This is an optimization exercise on Yosys and OpenROAD, whose aim is small area, a short achievable clock period and few clock cycles per item, not a production implementation. Where RTL was checked, it was by simulation tests only, not by an equivalence proof against the original. For runs 1 and 2, only the layout was checked, not whether the RTL still works. Power figures rest on the tool's default switching activity, not on a simulated workload.

==> flow/design.v <==
package preprocess_pkg;
    localparam int unsigned NUM_ENTRY_DEFAULT = 36;
    localparam int unsigned WW_DEFAULT        = 5;
    localparam int unsigned OW_DEFAULT        = 6;
    typedef enum logic {
        IDLE = 1'b0,
        SCAN = 1'b1
    } state_t;
endpackage
module first_one_finder #(
    parameter int unsigned N = 36
) (
    input  logic [N-1:0] vec,
    output logic [N-1:0] first,
    output logic [N-1:0] rest,
    output logic         le1
);
    localparam int unsigned LG = (N > 1) ? $clog2(N) : 1;
    logic [LG:0][N-1:0] pre;
    logic [N-1:0]       below;   
    always_comb begin
        pre[0] = vec;
        for (int k = 0; k < LG; k++) begin
            for (int i = 0; i < N; i++) begin
                if (i >= (1 << k)) pre[k+1][i] = pre[k][i] | pre[k][i-(1<<k)];
                else               pre[k+1][i] = pre[k][i];
            end
        end
        below = {pre[LG][N-2:0], 1'b0};
        first = vec & ~below;
        rest  = vec & below;
        le1   = ~|rest;
    end
endmodule
module filter_compactor #(
    parameter  int unsigned NUM_ENTRY = preprocess_pkg::NUM_ENTRY_DEFAULT,
    parameter  int unsigned WW        = preprocess_pkg::WW_DEFAULT,
    parameter  int unsigned OW        = preprocess_pkg::OW_DEFAULT,
    localparam int unsigned IW        = $clog2(NUM_ENTRY),
    localparam int unsigned CW        = $clog2(NUM_ENTRY + 1)
) (
    input  logic                    clk,
    input  logic                    reset,
    input  logic                    in_valid,
    output logic                    in_ready,
    input  logic [NUM_ENTRY-1:0]    in_bit,
    input  logic [NUM_ENTRY*WW-1:0] in_weight,
    input  logic [NUM_ENTRY*OW-1:0] in_out,
    input  logic [NUM_ENTRY-1:0]    in_drop,
    output logic                    out_valid,
    input  logic                    out_ready,
    output logic                    out_bit,
    output logic [WW-1:0]           out_weight,
    output logic [OW-1:0]           out_out,
    output logic [IW-1:0]           out_index,
    output logic                    out_last,
    output logic [CW-1:0]           kept_count,
    output logic                    frame_empty
);
    localparam int unsigned DW = 1 + WW + OW;               
    localparam int unsigned EW = DW + IW + 1;               
    localparam int unsigned GA  = 4;
    localparam int unsigned NA  = (NUM_ENTRY + GA - 1) / GA;   
    localparam int unsigned AW  = $clog2(GA + 1);
    localparam int unsigned GB  = 3;
    localparam int unsigned NB  = (NA + GB - 1) / GB;          
    localparam int unsigned BW  = $clog2(GA * GB + 1);
    logic [NUM_ENTRY-1:0]  keep;
    logic                  all_drop;
    logic [NA-1:0][AW-1:0] cnt_a_d, cnt_a;
    logic [NB-1:0][BW-1:0] cnt_b_d, cnt_b;
    logic [CW-1:0]         cnt;            
    logic                  cnt_le1;        
    logic [NB-1:0]         b_lsb;
    logic                  b_big, b_two;
    logic                  held;           
    logic                  drop_pre;       
    always_comb begin
        keep     = ~in_drop;
        all_drop = &in_drop;
        for (int g = 0; g < NA; g++) begin
            cnt_a_d[g] = '0;
            for (int j = 0; j < GA; j++) begin
                if (g * GA + j < NUM_ENTRY) cnt_a_d[g] = cnt_a_d[g] + AW'(keep[g*GA+j]);
            end
        end
        for (int g = 0; g < NB; g++) begin
            cnt_b_d[g] = '0;
            for (int j = 0; j < GB; j++) begin
                if (g * GB + j < NA) cnt_b_d[g] = cnt_b_d[g] + BW'(cnt_a[g*GB+j]);
            end
        end
        cnt   = '0;
        b_big = 1'b0;
        b_two = 1'b0;
        for (int g = 0; g < NB; g++) begin
            cnt      = cnt + CW'(cnt_b[g]);
            b_lsb[g] = cnt_b[g][0];
            b_big    = b_big | (|cnt_b[g][BW-1:1]);
        end
        for (int g = 0; g < NB; g++) begin
            for (int h = g + 1; h < NB; h++) begin
                b_two = b_two | (b_lsb[g] & b_lsb[h]);
            end
        end
        cnt_le1 = ~b_big & ~b_two;
    end
    always_ff @(posedge clk) begin
        drop_pre <= all_drop;
        cnt_a <= cnt_a_d;
        cnt_b <= cnt_b_d;
    end
    logic [NUM_ENTRY-1:0]    bit_q;
    logic [NUM_ENTRY*WW-1:0] weight_q;
    logic [NUM_ENTRY*OW-1:0] out_q;
    logic [NUM_ENTRY-1:0]    sel_q;        
    logic [NUM_ENTRY-1:0]    mask;         
    logic                    pend;         
    logic                    mask_zero;    
    logic [CW-1:0]           rem;          
    logic                    ld;           
    logic [NUM_ENTRY-1:0] in_first, first_pre;
    logic [NUM_ENTRY-1:0] m_first, m_rest;
    first_one_finder #(.N(NUM_ENTRY)) u_in_finder (
        .vec(keep), .first(in_first), .rest(), .le1()
    );
    always_ff @(posedge clk) begin
        first_pre <= in_first;
    end
    first_one_finder #(.N(NUM_ENTRY)) u_mask_finder (
        .vec(mask), .first(m_first), .rest(m_rest), .le1()
    );
    always_ff @(posedge clk) begin
        if (ld) begin
            bit_q    <= in_bit;
            weight_q <= in_weight;
            out_q    <= in_out;
        end
    end
    logic          sv;                     
    logic [EW-1:0] skid;
    logic          push;                   
    logic [EW-1:0] pushed;
    logic [DW-1:0] p_data;
    logic [IW-1:0] p_idx;
    logic          out_free;               
    always_comb begin
        push     = pend & ~sv;
        out_free = ~out_valid | out_ready;
        p_data   = '0;
        p_idx    = '0;
        for (int i = 0; i < NUM_ENTRY; i++) begin
            p_data = p_data | ({DW{sel_q[i]}} &
                     {bit_q[i], weight_q[i*WW +: WW], out_q[i*OW +: OW]});
            p_idx  = p_idx | (sel_q[i] ? IW'(i) : IW'(0));
        end
        pushed = {p_data, p_idx, mask_zero};
    end
    logic [EW-1:0] out_cur, out_nxt;
    always_comb begin
        out_cur = {out_bit, out_weight, out_out, out_index, out_last};
        out_nxt = ({EW{out_free &  sv}} & skid) |
                  ({EW{out_free & ~sv}} & pushed) |
                  ({EW{~out_free}}      & out_cur);
    end
    always_ff @(posedge clk) begin
        {out_bit, out_weight, out_out, out_index, out_last} <= out_nxt;
        skid <= ({EW{push}}       & pushed) |
                ({EW{~push &  sv}} & skid) |
                ({EW{~push & ~sv}} & skid);
    end
    logic acc, acc_full;
    logic pend_d, mask_zero_d, sv_d, ld_d;
    logic [CW-1:0] rem_d;
    always_comb begin
        acc      = in_valid & in_ready;
        acc_full = acc & ld;
        sv_d = sv ? ~out_free : (push & ~out_free);
        if (acc_full) begin
            pend_d      = ~drop_pre;
            rem_d       = cnt;
            mask_zero_d = cnt_le1;
        end else if (push) begin
            pend_d      = ~mask_zero;
            rem_d       = rem - CW'(1);
            mask_zero_d = (rem == CW'(2));
        end else begin
            pend_d      = pend;
            rem_d       = rem;
            mask_zero_d = mask_zero;
        end
        ld_d = ~pend_d | (~sv_d & mask_zero_d);
    end
    always_ff @(posedge clk) begin
        sel_q <= ({NUM_ENTRY{ld}}          & first_pre) |
                 ({NUM_ENTRY{~ld &  push}} & m_first) |
                 ({NUM_ENTRY{~ld & ~push}} & sel_q);
        mask  <= ({NUM_ENTRY{ld}}          & keep & ~first_pre) |
                 ({NUM_ENTRY{~ld &  push}} & m_rest) |
                 ({NUM_ENTRY{~ld & ~push}} & mask);
        mask_zero <= mask_zero_d;
        rem       <= rem_d;
    end
    always_ff @(posedge clk or posedge reset) begin
        if (reset) begin
            pend        <= 1'b0;
            sv          <= 1'b0;
            ld          <= 1'b1;
            held        <= 1'b0;
        end else begin
            pend        <= pend_d;
            sv          <= sv_d;
            ld          <= ld_d;
            held        <= in_valid & ~acc;
        end
    end
    always_ff @(posedge clk) begin
        if (reset) begin
            in_ready    <= 1'b0;
            out_valid   <= 1'b0;
            kept_count  <= '0;
            frame_empty <= 1'b0;
        end else begin
            in_ready    <= in_valid & ~acc & ((held & ld_d) | all_drop);
            if (out_free) out_valid <= sv | push;
            if (acc) kept_count <= drop_pre ? '0 : cnt;
            frame_empty <= acc & drop_pre;
        end
    end
endmodule
==> flow/flow/run.sh <==
#!/bin/bash
# Layout flow: the standard ORFS flow (standard.sh) unchanged, except that
# the port buffers are the smallest buffer cell (buf_1) instead of the cell
# buffer_ports picks by default. Every input and output still gets a buffer.
# The full output of the flow goes to standard.log in the work folder; ORFS
# keeps each step's own log under orfs/logs/.
set -euo pipefail
bash standard.sh finish "BUFFER_PORTS_ARGS=-buffer_cell sky130_fd_sc_hd__buf_1" > standard.log 2>&1
==> flow/standard.sh <==
#!/bin/bash
# synth_recipe.tcl (not shown) runs the flow's synth.tcl, then flattens the netlist and writes it again
# the make line also repeats each setting of config.mk as NAME=value (left out here)
make -C /OpenROAD-flow-scripts/flow DESIGN_CONFIG=/design/flow/config.mk WORK_HOME=/design/flow/orfs CLKGATE_MAP_FILE= SYNTH_SCRIPT=/design/flow/synth_recipe.tcl "${@:-finish}"
==> flow/config.mk <==
export PLATFORM = sky130hd
export DESIGN_NAME = filter_compactor
export DESIGN_NICKNAME = filter_compactor
export VERILOG_FILES = /design/flow/design.v
export SDC_FILE = /design/flow/constraint.sdc
export NUM_CORES = 4
export LEC_CHECK = 0
export CAP_MARGIN = 20
export CORE_MARGIN = 2
export CORE_UTILIZATION = 65
export CTS_CLUSTER_DIAMETER = 100
export CTS_CLUSTER_SIZE = 30
export PLACE_DENSITY = 0.75
export SETUP_SLACK_MARGIN = 3.7
export SLEW_MARGIN = 20
==> flow/constraint.sdc <==
create_clock -name core_clock -period 6.0 [get_ports {clk}]
set_input_delay 1.2000 -clock core_clock [delete_from_list [all_inputs] [get_ports {clk}]]
set_output_delay 1.2000 -clock core_clock [all_outputs]
set_load 0.01 [all_outputs]
==> metrics.yaml, run 1 <==
synthesis:
  synthFlopType: "edfxtp_1"
  synth_edf_count: 438
  synthArstFlopShare: 0.00627
  seq_area_frac_synth: 0.715
  synth_area_per_cell_um2: 13.9
  synthDistinctLibCells: 60
  synth_seq_cells: 638
  ys_warn_count: 2
  synth_cells: 1734
  syn_area_mm2: 0.0240
  syn_nets: 2268
floorplanning:
  coreArea_mm2: 0.0365
  rows: 70
  die_height_um: 196
  dieArea_mm2: 0.0385
  dieWidth_um: 196
  start_util: 0.658
  top_level_ports: 500
critical_path:
  startpoint: "sel_q[20]"
  r2r-start: "sel_q[20]"
  worstPathArrival_ns: 2.77
  cp_data_required_time_ns: 6.44
  critPathKind: "reg -> reg"
  r2r_slack_ns: 3.67
  end_kind: "flip-flop"
  r2r_end: "skid[12]"
  critPathMaxFanout: 15
  cp-start-kind: "flip-flop"
  reg2regPathDepth: 4
layout:
  final_common_cell: "buf_1"
  final_cells: 2739
  syn2layout_area_growth_pct: 15.9
  final_core_util: 0.762
  finalNetCount: 2771
  layout_common_cells: "469 x buf_1, 438 x edfxtp_1, 223 x a22oi_1"
  final_layout_size_suffix_gt1_frac: 0.0807
detailed_routing:
  drc: 0
  wire_per_inst_um: 29.1
  drt_iter0_markers: 2477
  routed-via-count: 18042
  drtAntennaViolNets: 0
  wirelength_mm: 79.7
  vias_per_cell: 6.59
  first_pass_iters: 6
power_and_ir_drop:
  p_switching_mw: 3.92
  switching_share: 0.330
  power_frac_clock: 0.178
  comb_power_share: 0.247
  static-leakage-power_nw: 10.2
  p_per_area_mw_per_mm2: 427
  seq_power_share: 0.575
  peakVddDrop_mv: 0.289
  p_int_mw: 7.96
timing:
  hold_ws_ns: 0.447
  hold_viol_final: 0
  min_period_ns: 2.33
  finalSetupViolations: 0
  worstMarginPinSlew_ns: 1.23
  post-route-period-util: 0.388
  slew_headroom: 0.177
  drv_slew: 0
  rsz0062_at_grt: "true"
  setup_tns_ns: 0
  fin_skew_ns: 0.0266
  fmax_ghz: 0.430
clock_network:
  clockBufferDepth: 3
  clock_sink_count: 638
  cts_buffers: 25
  clk_pin_slew_ns: 0.12
  root_buffer: "clkbuf_16"
  ctsHoldBuffers: 0
  cts_tree: "built"
  ctsHtreeMaxLevel: 1
  clk_latency_ns: 0.60
grt:
  antenna_found_initial: 16
  grt_pass1_vias: 17480
  grt_max_degree: 101
  grt_pass1_wl_mm: 112
  grt_use_total: 0.407
  gr-total-overflow: 0
min_path:
  min_from: "skid[2]"
  hold_path_depth: 2
  min_to: "skid[2]"
  min_path_type: "reg -> reg"
run:
  cap_violations: 0
place:
  gp_congestion: 0.937
  dp_hpwl_mm: 56.8
  io_buffers: 499
  dp.cells: 2661
run_status:
  status: "finished clean"
[cell type report]
type / instances / area, µm²
multi-input combinational: 939 / 6450
clock buffer: 43 / 693
timing repair buffer: 554 / 2520
antenna: 16 / 40.0
clock inverter: 2 / 38.8
tap: 468 / 586
inverter: 79 / 302
fill: 2389 / 8680
sequential: 638 / 17200
[routing by layer]
| layer | vias up | part of all wire | GRT usage |
|---|---|---|---|
| met2 | 1357 | 0.47 | 0.646 |
| met3 | 258 | 0.13 | 0.0880 |
| met1 | 8732 | 0.34 | 0.536 |
| met4 | 4 | 0.058 | 0.210 |
| li1 | 7691 | - | - |
| met5 | - | 0.00034 | 0 |
[critical path, stage by stage (launching register included)]
cell and delay (ns):
dfxtp_1 0.74, a22oi_1 0.44, nand4_1 0.16, nor3_1 0.68, a21oi_1 0.14
[worst max path at each step]
stage,cells past startpoint,end
final,4,skid[12]
after CTS,1,kept_count[0]
after global routing,7,first_pre[34]
after floorplan,5,mask[25]
after detailed placement,3,mask[1]
after global placement,2,out_q[52]
[cells in the mapped netlist (6+ instances only)]
| cell type | n | share of area |
|---|---|---|
| fa_1 | 26 | 0.022 |
| clkbuf_1 | 70 | 0.011 |
| or3_1 | 11 | 0.0029 |
| nand3_1 | 24 | 0.0050 |
| ha_1 | 36 | 0.019 |
| nor4_1 | 63 | 0.016 |
| dfxtp_1 | 196 | 0.16 |
| nand2_1 | 127 | 0.020 |
| edfxtp_1 | 438 | 0.55 |
| a22oi_1 | 223 | 0.070 |
| a31oi_1 | 14 | 0.0036 |
| o21ai_0 | 73 | 0.015 |
| a31o_2 | 8 | 0.0029 |
| and3_1 | 6 | 0.0016 |
| nor3_1 | 41 | 0.0085 |
| nand4_1 | 49 | 0.013 |
| a21oi_1 | 63 | 0.013 |
| nor2_1 | 62 | 0.0097 |
| o32ai_1 | 7 | 0.0026 |
| nor3b_1 | 8 | 0.0025 |
| nand2b_1 | 10 | 0.0026 |
| nand3b_1 | 14 | 0.0044 |
| o31ai_1 | 8 | 0.0025 |
| inv_1 | 78 | 0.012 |
[logic make-up after synthesis]
kind of cell | after synthesis | share of synthesized area
flip-flops | 638 | 0.715
AND/OR/NAND/NOR | 437 | 0.0936
AO/OA/AOI/OAI | 428 | 0.121
buffers and inverters | 157 | 0.0251
adder cells (fa/ha/maj) | 62 | 0.0404
XOR/XNOR | 9 | 0.00328
multiplexers | 3 | 0.00125
[power groups by stage]
stage	Combinational [mW]	Sequential [mW]	Clock (mW)
floorplan	1.46	6.87	0
global placement	2.56	6.85	0
detailed placement	2.66	6.91	0
CTS	2.81	6.79	2.11
global route	3.13	6.92	2.25
finish	2.94	6.83	2.11
[sequential cells by signal, indices dropped and copies added (netlist names), 5 cells and up]
signal and cells:
out_weight 5, out_out 6, sel_q 36, out_index 6
skid 19, kept_count 6, first_pre 36, bit_q 36
out_q 216, mask 36, cnt_b 12, cnt_a 27
weight_q 180, rem 6
[per-stage QoR]
stage          area (µm²)  setup WS, ns  total power [mW]
2_1_floorplan       24200          1.71              8.34
3_3_place_gp        26600          2.73              9.41
3_5_place_dp        26600          2.62              9.56
4_1_cts             27600          3.70              11.7
5_1_grt             27800          3.60              12.3
6_report            27800          3.67              11.9
[what timing repair did]
action / in CTS / in global routing
endpoints found under the setup margin: 485 / 135
gates cloned: 2 / 1
resized for setup: 58 / 37
endpoints found under the hold margin: 0 / 0
buffers inserted: 8 / 6
pin swaps: 4 / 4
==> inputs of run 2 (changes only) <==
--- a/flow/design.v
+++ b/flow/design.v
@@ -165,9 +165,10 @@
     end
     always_ff @(posedge clk) begin
         {out_bit, out_weight, out_out, out_index, out_last} <= out_nxt;
-        skid <= ({EW{push}}       & pushed) |
-                ({EW{~push &  sv}} & skid) |
-                ({EW{~push & ~sv}} & skid);
+        skid <= ({EW{push & ~out_free}} & pushed) |
+                ({EW{sv & ~out_free}}   & skid) |
+                ({EW{~push & ~sv & ~out_free}} & skid) |
+                ({EW{out_free & sv}}    & skid);
     end
     logic acc, acc_full;
     logic pend_d, mask_zero_d, sv_d, ld_d;
@@ -206,21 +207,16 @@
             pend        <= 1'b0;
             sv          <= 1'b0;
             ld          <= 1'b1;
+            in_ready    <= 1'b0;
             held        <= 1'b0;
+            out_valid   <= 1'b0;
+            kept_count  <= '0;
+            frame_empty <= 1'b0;
         end else begin
             pend        <= pend_d;
             sv          <= sv_d;
             ld          <= ld_d;
             held        <= in_valid & ~acc;
-        end
-    end
-    always_ff @(posedge clk) begin
-        if (reset) begin
-            in_ready    <= 1'b0;
-            out_valid   <= 1'b0;
-            kept_count  <= '0;
-            frame_empty <= 1'b0;
-        end else begin
             in_ready    <= in_valid & ~acc & ((held & ld_d) | all_drop);
             if (out_free) out_valid <= sv | push;
             if (acc) kept_count <= drop_pre ? '0 : cnt;
==> metrics.yaml, run 2 <==
detailed_routing:
  wirelength_mm: 78.2  # -1.9%
  drc: 0  # unchanged
  drtAntennaViolNets: 0  # unchanged
  drt_iter0_markers: 2390  # -3.5%
  wire_per_inst_um: 28.7  # -1.3%
  first_pass_iters: 6  # unchanged
  routed-via-count: 17722  # -1.8%
  vias_per_cell: 6.51  # -1.2%
power_and_ir_drop:
  power_mw: 11.9  # +0.56%
  p_per_area_mw_per_mm2: 429  # +0.50%
  static-leakage-power_nw: 10.1  # -0.47%
  peakVddDrop_mv: 0.334  # +15%
timing:
  hold_viol_final: 0  # unchanged
  hold_ws_ns: 0.460  # +0.0125 ns
  slew_headroom: 0.186  # +0.00908
  drv_slew: 0  # unchanged
  post-route-period-util: 0.395  # +0.00752
  finalSetupViolations: 0  # unchanged
  fin_skew_ns: 0.0435  # +0.0169 ns
  min_period_ns: 2.37  # +0.0451 ns
  worstMarginPinSlew_ns: 1.22  # -0.0136 ns
  rsz0062_at_grt: "true"
  setup_tns_ns: 0  # unchanged
  fmax_ghz: 0.422  # -1.9%
floorplanning:
  dieWidth_um: 197  # +0.18%
  rows: 70  # unchanged
  coreArea_mm2: 0.0366  # +0.24%
  start_util: 0.659  # +0.000853
  die_height_um: 197  # +0.18%
  dieArea_mm2: 0.0386  # +0.36%
  top_level_ports: 500  # unchanged
synthesis:
  seq_area_frac_synth: 0.714  # -0.000767
  synth_edf_count: 438  # unchanged
  synth_top_family_by_area: "compound AO/OA/AOI/OAI gates"
  syn_nets: 2254  # -0.62%
  synthArstFlopShare: 0.0204  # +0.0141
  synth_cells: 1720  # -0.81%
  synth_area_per_cell_um2: 14.0  # +1.2%
  synth-simple-area-share: 0.0930  # -0.000552
  synth_seq_cells: 638  # unchanged
  synth.area.mux_share: 0.00208  # +0.000826
  synth_top_area_share: 0.546  # -0.00202
  synthFlopType: "edfxtp_1"
  synth_xor_area_frac: 0.00327  # -0.0000121
  synthTopCellsByCount: "438 x edfxtp_1, 222 x a22oi_1, 187 x dfxtp_1"
  synth_top_area_cell: "edfxtp_1"
  yosysMostFrequentCell: "edfxtp_1"
  synth-compound-area-share: 0.124  # +0.00230
  synthAdderAreaFrac: 0.0403  # -0.000149
  synthDistinctLibCells: 59  # -1.7%
  ys_warn_count: 2  # unchanged
  syn_area_mm2: 0.0241  # +0.37%
  synth.area.top_cells: "edfxtp_1 55%, dfxtp_1 16%, a22oi_1 6.9%, fa_1 2.2%, nand2_1 2.1%"
grt:
  grt_pass1_vias: 17195  # -1.6%
  gr-total-overflow: 0  # unchanged
  antenna_found_initial: 16  # unchanged
  grt_pass1_wl_mm: 109  # -2.4%
  grt_max_degree: 200  # +98%
  grt_use_total: 0.394  # -0.0127
critical_path:
  critPathKind: "reg -> out"
  path_cells: "buf_6"
  worstPathArrival_ns: 1.17  # -1.60 ns
  end_kind: "output port"
  crit_family: "flip-flops"
  max_stage_delay_ns: 0.45  # -0.29 ns
  crit_slowest_cell: "dfrtp_2"
  cp_data_required_time_ns: 4.80  # -1.64 ns
  cp.buffers_inverters: 1  # +1
  cp-start-kind: "flip-flop"
  critPathMaxFanout: 2  # -13
run_status:
  status: "finished clean"
place:
  dp_hpwl_mm: 56.7  # -0.16%
  dp.cells: 2648  # -0.49%
  io_buffers: 499  # unchanged
  gp_congestion: 0.937  # about the same
clock_network:
  cts_buffers: 25  # unchanged
  cts_tree: "built"
  ctsHtreeMaxLevel: 1  # unchanged
  clk_pin_slew_ns: 0.12  # about the same
  root_buffer: "clkbuf_16"
  clock_sink_count: 638  # unchanged
  clk_latency_ns: 0.61  # about the same
  clockBufferDepth: 3  # unchanged
layout:
  final_layout_size_suffix_gt1_frac: 0.0777  # -0.00296
  final_core_util: 0.761  # -0.00134
  syn2layout_area_growth_pct: 15.6
  final_common_cell: "buf_1"
  largest_reg_flops: 216  # unchanged
  layout_common_cells: "467 x buf_1, 438 x edfxtp_1, 222 x a22oi_1"
  final_cells: 2723  # -0.58%
  largest-register: "out_q"
  top_regs: "out_q (216), weight_q (180)"
  finalNetCount: 2754  # -0.61%
min_path:
  min_path_type: "reg -> reg"
run:
  cap_violations: 0  # unchanged
## run 2: path summary, 6_finish.rpt
path | start | end | slack [ns] | depth (start not counted)
worst min register to register | skid[2] | skid[2] | 0.46 | 2
worst max-delay path | in_ready | in_ready | 3.63 | 1
max in group asynchronous | reset | in_ready | 5.01 | 2
worst min-delay path | skid[2] | skid[2] | 0.46 | 2
min in group asynchronous | reset | out_valid | 0.59 | 2
worst max register to register | ld | weight_q[19] | 3.72 | 1
## run 2: report_power, final
group,leakage [nW],switching [mW],internal (mW)
Clock,0.342,1.31,0.813
Sequential,6.21,0.652,6.05
Combinational,3.57,2.08,1.04
Total,10.1,4.04,7.90
## run 2: stage by stage
stage          worst slack (ns)  instance area, µm²
6_report                   3.63               27900
5_1_grt                    3.60               27900
4_1_cts                    3.55               27600
3_5_place_dp               3.00               26700
3_3_place_gp               3.12               26700
2_1_floorplan              1.66               24300
## run 2: per-layer routing
layer	track usage	wire, µm	vias to the layer above
met3	0.107	9470	246
met1	0.500	27100	8569
met2	0.632	37000	1233
met5	0	32	-
met4	0.200	4670	4
li1	-	-	7670
## run 2: final cells by class
cell class                      count  area [µm²]
Sequential cell                   638       17300
Antenna cell                       17        42.5
Multi-Input combinational cell    933        6470
Clock inverter                      1        30.0
Timing Repair Buffer              549        2500
Tap cell                          468         586
Clock buffer                       44         697
Fill cell                        2424        8750
Inverter                           73         274
## run 2: cells by family after synthesis
group,Yosys count
DFF,638
and+or+nand+nor,431
AOI/OAI and AO/OA,426
buffers and inverters,149
adders and majority gates,62
xor gates and xnor gates,9
muxes,5
## run 2: what timing repair did
item | CTS | global route
hold buffers | 0 | 0
gates resized for setup | 53 | 45
cloned | 0 | 2
setup endpoints to repair | 470 | 173
pin swaps | 0 | 5
setup buffers | 5 | 6
==> inputs of run 3 (changes only) <==
--- a/flow/design.v
+++ b/flow/design.v
@@ -207,16 +207,21 @@
             pend        <= 1'b0;
             sv          <= 1'b0;
             ld          <= 1'b1;
-            in_ready    <= 1'b0;
             held        <= 1'b0;
-            out_valid   <= 1'b0;
-            kept_count  <= '0;
-            frame_empty <= 1'b0;
         end else begin
             pend        <= pend_d;
             sv          <= sv_d;
             ld          <= ld_d;
             held        <= in_valid & ~acc;
+        end
+    end
+    always_ff @(posedge clk) begin
+        if (reset) begin
+            in_ready    <= 1'b0;
+            out_valid   <= 1'b0;
+            kept_count  <= '0;
+            frame_empty <= 1'b0;
+        end else begin
             in_ready    <= in_valid & ~acc & ((held & ld_d) | all_drop);
             if (out_free) out_valid <= sv | push;
             if (acc) kept_count <= drop_pre ? '0 : cnt;
==> metrics.yaml, run 3 <==
run_status:
  status: "finished clean"
layout:
  fill_cells: 2431  # +0.29%
  final_core_util: 0.759  # -0.00174
  largest_reg_flops: 216  # unchanged
  finalNetCount: 2770  # +0.58%
  final_layout_size_suffix_gt1_frac: 0.0758  # -0.00192
  largest-register: "out_q"
  final_common_cell: "buf_1"
  syn2layout_area_growth_pct: 15.0
  top_regs: "out_q (216), weight_q (180)"
  layout_common_cells: "470 x buf_1, 438 x edfxtp_1, 223 x a22oi_1"
clock_network:
  root_buffer: "clkbuf_16"
  clk_pin_slew_ns: 0.12  # about the same
  cts_buffers: 25  # unchanged
  ctsHoldBuffers: 0  # unchanged
  clock_sink_count: 638  # unchanged
  clockBufferDepth: 3  # unchanged
  clk_latency_ns: 0.62  # about the same
  ctsHtreeMaxLevel: 1  # unchanged
  cts_tree: "built"
synthesis:
  synth.area.top_cells: "edfxtp_1 54%, dfxtp_1 16%, a22oi_1 6.9%, fa_1 2.2%, nand2_1 2.1%"
  seq_area_frac_synth: 0.711  # -0.00345
  synth_edf_count: 438  # unchanged
  synth_seq_cells: 638  # unchanged
  ys_warn_count: 2  # unchanged
  synth_cells: 1743  # +1.3%
  yosysMostFrequentCell: "edfxtp_1"
  syn_area_mm2: 0.0242  # +0.22%
  synthDistinctLibCells: 65  # +10%
  synth_top_area_cell: "edfxtp_1"
  synth_area_per_cell_um2: 13.9  # -1.1%
  synthTopCellsByCount: "438 x edfxtp_1, 223 x a22oi_1, 196 x dfxtp_1"
  syn_nets: 2277  # +1.0%
  synthArstFlopShare: 0.00627  # -0.0141
  synth_top_area_share: 0.544  # -0.00121
  synthFlopType: "edfxtp_1"
critical_path:
  cp_data_required_time_ns: 4.80  # about the same
  worstPathArrival_ns: 1.11  # -0.06 ns
  crit_family: "flip-flops"
  max_stage_delay_ns: 0.37  # -0.08 ns
  crit_slowest_cell: "dfxtp_4"
  critPathKind: "reg -> out"
  reg2regPathDepth: 4  # +3
  cp-start-kind: "flip-flop"
  cp.depth: 1  # unchanged
  critPathMaxFanout: 3  # +1
  cp.buffers_inverters: 1  # unchanged
  end_kind: "output port"
  path_cells: "buf_6"
grt:
  grt_pass1_wl_mm: 111  # +1.6%
  gr-total-overflow: 0  # unchanged
  antenna_found_initial: 6  # -10
  grt_use_total: 0.401  # +0.00639
  grt_max_degree: 218  # +9.0%
  grt_pass1_vias: 17425  # +1.3%
timing:
  post-route-period-util: 0.385  # -0.0107
  worstMarginPinSlew_ns: 1.21  # -0.00810 ns
  fin_skew_ns: 0.0513  # +0.00782 ns
  rsz0062_at_grt: "true"
  finalSetupViolations: 0  # unchanged
  setup_tns_ns: 0  # unchanged
  fmax_ghz: 0.433  # +2.8%
  slew_headroom: 0.192  # +0.00651
  min_period_ns: 2.31  # -0.0644 ns
  drv_slew: 0  # unchanged
  hold_viol_final: 0  # unchanged
floorplanning:
  top_level_ports: 500  # unchanged
  rows: 70  # unchanged
  start_util: 0.660  # +0.00147
  die_height_um: 197  # +0.11%
  coreArea_mm2: 0.0366  # unchanged
  dieArea_mm2: 0.0387  # +0.22%
  dieWidth_um: 197  # +0.11%
place:
  gp_congestion: 0.930  # -0.84%
  dp_hpwl_mm: 56.4  # -0.52%
  io_buffers: 499  # unchanged
min_path:
  hold_path_depth: 1  # -1
  min_path_type: "reg -> reg"
power_and_ir_drop:
  peakVddDrop_mv: 0.336  # +0.63%
  p_per_area_mw_per_mm2: 429  # +0.19%
  power_mw: 11.9  # about the same
  static-leakage-power_nw: 10.1  # -0.49%
detailed_routing:
  first_pass_iters: 6  # unchanged
  routed-via-count: 18087  # +2.1%
  wirelength_mm: 78.9  # +0.89%
  wire_per_inst_um: 28.9  # +0.74%
  drt_iter0_markers: 2343  # -2.0%
  vias_per_cell: 6.63  # +1.9%
  drtAntennaViolNets: 0  # unchanged
  drc: 0  # unchanged
run:
  cap_violations: 0  # unchanged
run 3: cell types whose count changed after synthesis, moves of 10 or more:
cell / previous run / this run
a21oi_1: 46 / 59
o211ai_1: 13 / 1
nand3b_1: 12 / 2
nor4_1: 47 / 59
or3_1: 7 / 22
run 3: worst register-to-register path, delay by kind of cell (launching register included):
family          cells  cell delay (ns)
compound gates      1             0.26
simple gates        3             1.54
flops               1             0.38
run 3: metrics by stage:
stage / hold WS [ns] / worst slack [ns] / std cells / instance area (µm²)
after floorplan: 0.411 / 1.83 / 1743 / 24300
after global placement: 0.429 / 2.63 / 2666 / 26600
after detailed placement: 0.440 / 2.40 / 2666 / 26600
after CTS: 0.453 / 3.64 / 2716 / 27700
after global routing: 0.472 / 3.67 / 2724 / 27800
final: 0.458 / 3.69 / 2727 / 27800
run 3: cell families after synthesis:
logic type      Yosys count  share of synthesized area
flops                   638                      0.711
simple gates            446                     0.0967
compound gates          429                      0.123
buf+inv                 157                     0.0254
fa+ha+maj                62                     0.0402
xor+xnor                  9                    0.00326
mux                       2                   0.000828
run 3: metal layers:
metal | GRT usage | share of wire | vias to the layer above
li1 | - | - | 7704
met1 | 0.502 | 0.34 | 8803
met2 | 0.657 | 0.48 | 1329
met3 | 0.110 | 0.13 | 243
met4 | 0.184 | 0.052 | 8
met5 | 0 | 0.00070 | -
run 3: final cells by class:
type                       instances  area [µm²]  area share
sequential                       638       17200       0.620
timing repair buffer             545        2460      0.0886
antenna                            4        10.0    0.000360
multi-input combinational        948        6480       0.233
clock buffer                      44         697      0.0251
clock inverter                     2        38.8     0.00140
tap                              468         586      0.0211
inverter                          78         300      0.0108
run 3: power by group:
| group | leakage (nW) | internal (mW) | total (mW) | switching (mW) |
|---|---|---|---|---|
| Clock | 0.346 | 0.814 | 2.13 | 1.31 |
| Sequential | 6.20 | 6.10 | 6.77 | 0.675 |
| Combinational | 3.52 | 1.07 | 3.04 | 1.97 |
| Total | 10.1 | 7.98 | 11.9 | 3.96 |
run 3: repair_timing:
item,CTS,global route
pin swaps,1,3
gates resized for setup,100,20
setup endpoints to repair,541,76
buffers inserted,4,7
gates cloned,0,0
run 3: worst paths after layout:
check	endpoint	startpoint	slack (ns)
max reg2reg	mask[13]	mask[2]	3.73
max in group asynchronous	ld	reset	5.00
min reg2reg	mask[2]	first_pre[2]	0.46
min in group asynchronous	sv	reset	0.75
min	mask[2]	first_pre[2]	0.46
max	out_valid	out_valid	3.69
Testbench counts of run 3, summed over its fixed seeds: cycles 29,335, items 29,100.

afterwards: timing with drivers on the ports:
Ports are ideal in the flow. The routed layouts listed here were re-timed in OpenROAD.
Step 1, drivers: a clkbuf_16 drives clk and a buf_2 each remaining input, both assumed.
Step 2 also shifts input and output timing later by t, the mid clock arrival at the registers, as if the neighbouring blocks saw the same clock.
a / b / c = ideal / step 1 / step 2; a / b = the first two.
| run | t (ns) | setup WS [ns] | worst setup path after step 2 | cell pins on the clock port's net |
|---|---|---|---|---|
| run 1 | 0.644 | 3.673 / 3.661 / 3.098 | input to register | 1 |
| run 2 | 0.638 | 3.628 / 3.577 / 3.135 | input to register | 1 |
| run 3 | 0.655 | 3.693 / 3.633 / 3.088 | input to register | 1 |
After both steps setup and hold are still met in every run listed. For run 3, which loses most, drivers alone change the setup slack by -0.060 ns; drivers and shift together by -0.605 ns.
